Context: an optimization exercise on an open-source flow, tuned for small area, a short achievable clock period and few clock cycles. The choices shown serve that exercise and are no tape-out recipe. Only simulation tests tie the RTL to the original design; equivalence was not proved. No activity file was given, so power comes from the tool's default toggle rates.

## v14
// cpu_top
module cpu_top (
    input  logic        clk,
    input  logic        rst,
    input  logic        run,
    input  logic        load_req,
    input  logic [5:0]  load_addr,
    input  logic [31:0] load_instr,
    output logic        load_ack,
    output logic        retire_valid,
    output logic [3:0]  retire_rd,
    output logic [31:0] retire_data
);
Size in the first run: ~9,400 cells after synthesis, roughly 4,400 flip-flops, roughly 80 I/O pins, roughly 150,000 sq um of cells after synthesis.
clock: 6.0 ns
lec_check: 0
cap_margin: 20
core_margin: 2
core_utilization: 50
setup_slack_margin: 3.3
slew_margin: 20
tns_end_percent: 20
run.sh (not shown) runs the stock make flow with config.mk's settings and CLKGATE_MAP_FILE= SYNTH_SCRIPT=/design/flow/synth_recipe.tcl, a recipe that flattens the netlist after the stock synthesis.
v14: PASS, flow complete, no timing, DRC or antenna violations
Testbench counts of v14, summed over its fixed seeds: cycles 25,521.
What v57 does differently from v14 at the input level:
# v14
export LEC_CHECK = 0
export CAP_MARGIN = 20
export CORE_MARGIN = 2
export CORE_UTILIZATION = 50
export SETUP_SLACK_MARGIN = 3.3
export SLEW_MARGIN = 20
export TNS_END_PERCENT = 20
create_clock -name core_clock -period 6.0 [get_ports {clk}]
# v57
export LEC_CHECK = 0
export CAP_MARGIN = 20
export CORE_MARGIN = 2
export CORE_UTILIZATION = 50
export SETUP_SLACK_MARGIN = 3.6
export SLEW_MARGIN = 20
export TNS_END_PERCENT = 5
create_clock -name core_clock -period 6.0 [get_ports {clk}]
Notes after the runs:
v57 had finished all stages when the layout checks came back failing, citing antenna violations.
Per the comparison of v57 with v14, routability congestion estimate saw an increase, minimum hold slack saw a decrease, end-of-flow core utilization saw an increase, shortest period the worst path allows saw an increase, portion of total power attributed to the clock network saw an increase.
The following lists how v39 was set up differently from v57:
# v57
export LEC_CHECK = 0
export CAP_MARGIN = 20
export CORE_MARGIN = 2
export CORE_UTILIZATION = 50
export SETUP_SLACK_MARGIN = 3.6
export SLEW_MARGIN = 20
export TNS_END_PERCENT = 5
create_clock -name core_clock -period 6.0 [get_ports {clk}]
# v39
export LEC_CHECK = 0
export CAP_MARGIN = 20
export CORE_MARGIN = 2
export CORE_UTILIZATION = 50
export SETUP_SLACK_MARGIN = 3.6
export SLEW_MARGIN = 20
export TNS_END_PERCENT = 20
create_clock -name core_clock -period 6.0 [get_ports {clk}]
[summary]
v39 reached the final stage; the timing, design-rule and antenna checks on its layout passed. Changes observed in v39 relative to v57: peak supply drop closely matched the old numbers, number of combinational gates with multiple inputs has remained practically unchanged, count of maximum capacitance violations essentially unchanged, global-route usage rose by 0.27 points, total of flip-flops plus latches after synthesis neither gained nor lost much. met3 wirelength from detailed routing of v57 is on par with v39. The post-cts gate resize count in v39 sits about 56% above the value recorded for v57. Compared with v57, in v39 buffer and inverter count on the worst path went down; count of clock-buffer cells in the layout barely changed; combined flip-flop and latch cell area comparable.
What v52 does differently from v39 at the input level:
# v39
export LEC_CHECK = 0
export CAP_MARGIN = 20
export CORE_MARGIN = 2
export CORE_UTILIZATION = 50
export SETUP_SLACK_MARGIN = 3.6
export SLEW_MARGIN = 20
export TNS_END_PERCENT = 20
create_clock -name core_clock -period 6.0 [get_ports {clk}]
# v52
export LEC_CHECK = 0
export CAP_MARGIN = 20
export CORE_MARGIN = 2
export CORE_UTILIZATION = 50
export SETUP_SLACK_MARGIN = 3.9
export SLEW_MARGIN = 20
export TNS_END_PERCENT = 10
create_clock -name core_clock -period 6.0 [get_ports {clk}]
Re critical path depth: v52 is 1 up on v39. The power of v52 falls short of that of v39 by about 0.6%. v52: all stages complete, timing, DRC and antenna checks passed. Cell area after layout in v52 is 0.83% higher than in v39. Changes observed in v52 relative to v39: fraction of power consumed by combinational cells increased 0.2 points; critical path data required time essentially unchanged. From v39 to v52 the numbers moved as follows: combinational power higher, delay of the slowest critical-path stage lost 70 ps, power per cell area -4.8 nW/um^2.

* * *

Setup of main:
Another version of the RTL of cpu_top (not shown whole).
Size in the first run: roughly 9300 cells after synthesis, roughly 80 I/O pins.
## cpu_top
module cpu_top (
    input  logic        clk,
    input  logic        rst,
    input  logic        run,
    input  logic        load_req,
    input  logic [5:0]  load_addr,
    input  logic [31:0] load_instr,
    output logic        load_ack,
    output logic        retire_valid,
    output logic [3:0]  retire_rd,
    output logic [31:0] retire_data
);
    logic                   mem_clr;
    logic                   stall;
    logic                   if_valid;
    logic                   if_uses_b;
    logic [cpu_pkg::IW-2:0] if_instr;
    logic        id_we, id_ld, id_st, id_sum, id_sub, id_and, id_or, id_xor;
    logic [3:0]  id_rd;
    logic [31:0] id_a, id_b;
    logic [5:0]  id_imm6;
    logic [31:0] store_data, alu_result, ld_data;
    logic [7:0]  hit_lo, hit_hi;
    logic        em_we, em_ld;
    logic [3:0]  em_rd;
    logic [31:0] em_alu, em_sdata;
    logic        wb_we;
    logic [3:0]  wb_rd;
    logic [31:0] wb_alu, wb_ld, wb_data;
    always_ff @(posedge clk) mem_clr <= rst;
    fetch_stage u_fetch (
        .clk        (clk),
        .rst        (rst),
        .mem_clr    (mem_clr),
        .run        (run),
        .stall      (stall),
        .load_req   (load_req),
        .load_addr  (load_addr),
        .load_instr (load_instr),
        .load_ack   (load_ack),
        .if_valid   (if_valid),
        .if_uses_b  (if_uses_b),
        .if_instr   (if_instr)
    );
    decode_stage u_decode (
        .clk      (clk),
        .rst      (rst),
        .mem_clr  (mem_clr),
        .if_valid (if_valid),
        .if_uses_b(if_uses_b),
        .if_instr (if_instr),
        .ex_data  (alu_result),
        .mem_we   (em_we),
        .mem_rd   (em_rd),
        .mem_is_ld(em_ld),
        .mem_alu  (em_alu),
        .mem_ld   (ld_data),
        .wb_we    (wb_we),
        .wb_rd    (wb_rd),
        .wb_data  (wb_data),
        .stall    (stall),
        .id_we    (id_we),
        .id_rd    (id_rd),
        .id_ld    (id_ld),
  ...
clock: 6.0 ns
lec_check: 0
cap_margin: 20
core_margin: 2
core_utilization: 50
setup_slack_margin: 3.9
slew_margin: 20
tns_end_percent: 20
Testbench counts of main, summed over its fixed seeds: cycles 25,521.
Edits applied to the flow inputs when going from main to the feature branch:
# main
export LEC_CHECK = 0
export CAP_MARGIN = 20
export CORE_MARGIN = 2
export CORE_UTILIZATION = 50
export SETUP_SLACK_MARGIN = 3.9
export SLEW_MARGIN = 20
export TNS_END_PERCENT = 20
create_clock -name core_clock -period 6.0 [get_ports {clk}]
# the feature branch
export LEC_CHECK = 0
export CAP_MARGIN = 20
export CORE_MARGIN = 2
export CORE_UTILIZATION = 55
export SETUP_SLACK_MARGIN = 3.6
export SLEW_MARGIN = 20
export TNS_END_PERCENT = 10
create_clock -name core_clock -period 6.0 [get_ports {clk}]
Notes after the runs:
Across main and the feature branch, the outcome is the same: a clean finish for every run.
NOTE area of the multi-input gates main->the feature branch decreased by a few percent
The feature branch ends up with a power share of the clock group that is 0.8 points lower than in main.
Summary of the comparison: total power of the final layout is lower in the feature branch, relative to main.
Measured against each other, main and the feature branch differ in met1 global-route usage, the lower figure coming from main.
Comparing main against the feature branch, there is no change at all in number of cells produced by synthesis.
Between main and the feature branch, the final critical-path required period is higher for the feature branch.
~same delay of the slowest cell on the worst path in main and the feature branch

[static timing again, ports no longer ideal]
In the flow no input, the clock included, has a driving cell. The finished layouts below were timed again as built, in two steps.
Step 1: set_driving_cell puts a clkbuf_16 on clk and a buf_2 on each other input, an assumption about the parent block.
Step 2 moves the port delays by t, midway between the first and last clock arrival at a register: inputs arrive t later, outputs are due t later. That takes back most of the time a late clock gives input paths.
a / b / c = no drivers / after step 1 / after step 2; a / b = the first two.
run | shift t [ns] | slack for setup (ns) | clock arrival spread, ns
v14 | 1.041 | 2.986 / 2.930 / 2.845 | 0.055 / 0.054
v57 | 1.035 | 2.948 / 2.948 / 2.878 | 0.095 / 0.095
v39 | 1.036 | 3.038 / 3.038 / 2.891 | 0.094 / 0.094
v52 | 1.057 | 2.974 / 2.974 / 2.863 | 0.116 / 0.116
main | 1.063 | 3.216 / 3.215 / 2.862 | 0.094 / 0.094
the feature branch | 1.067 | 3.169 / 3.169 / 2.887 | 0.067 / 0.066
The setup slack of main, which loses most, moves by -0.001 ns with the drivers and by -0.354 ns with both steps.
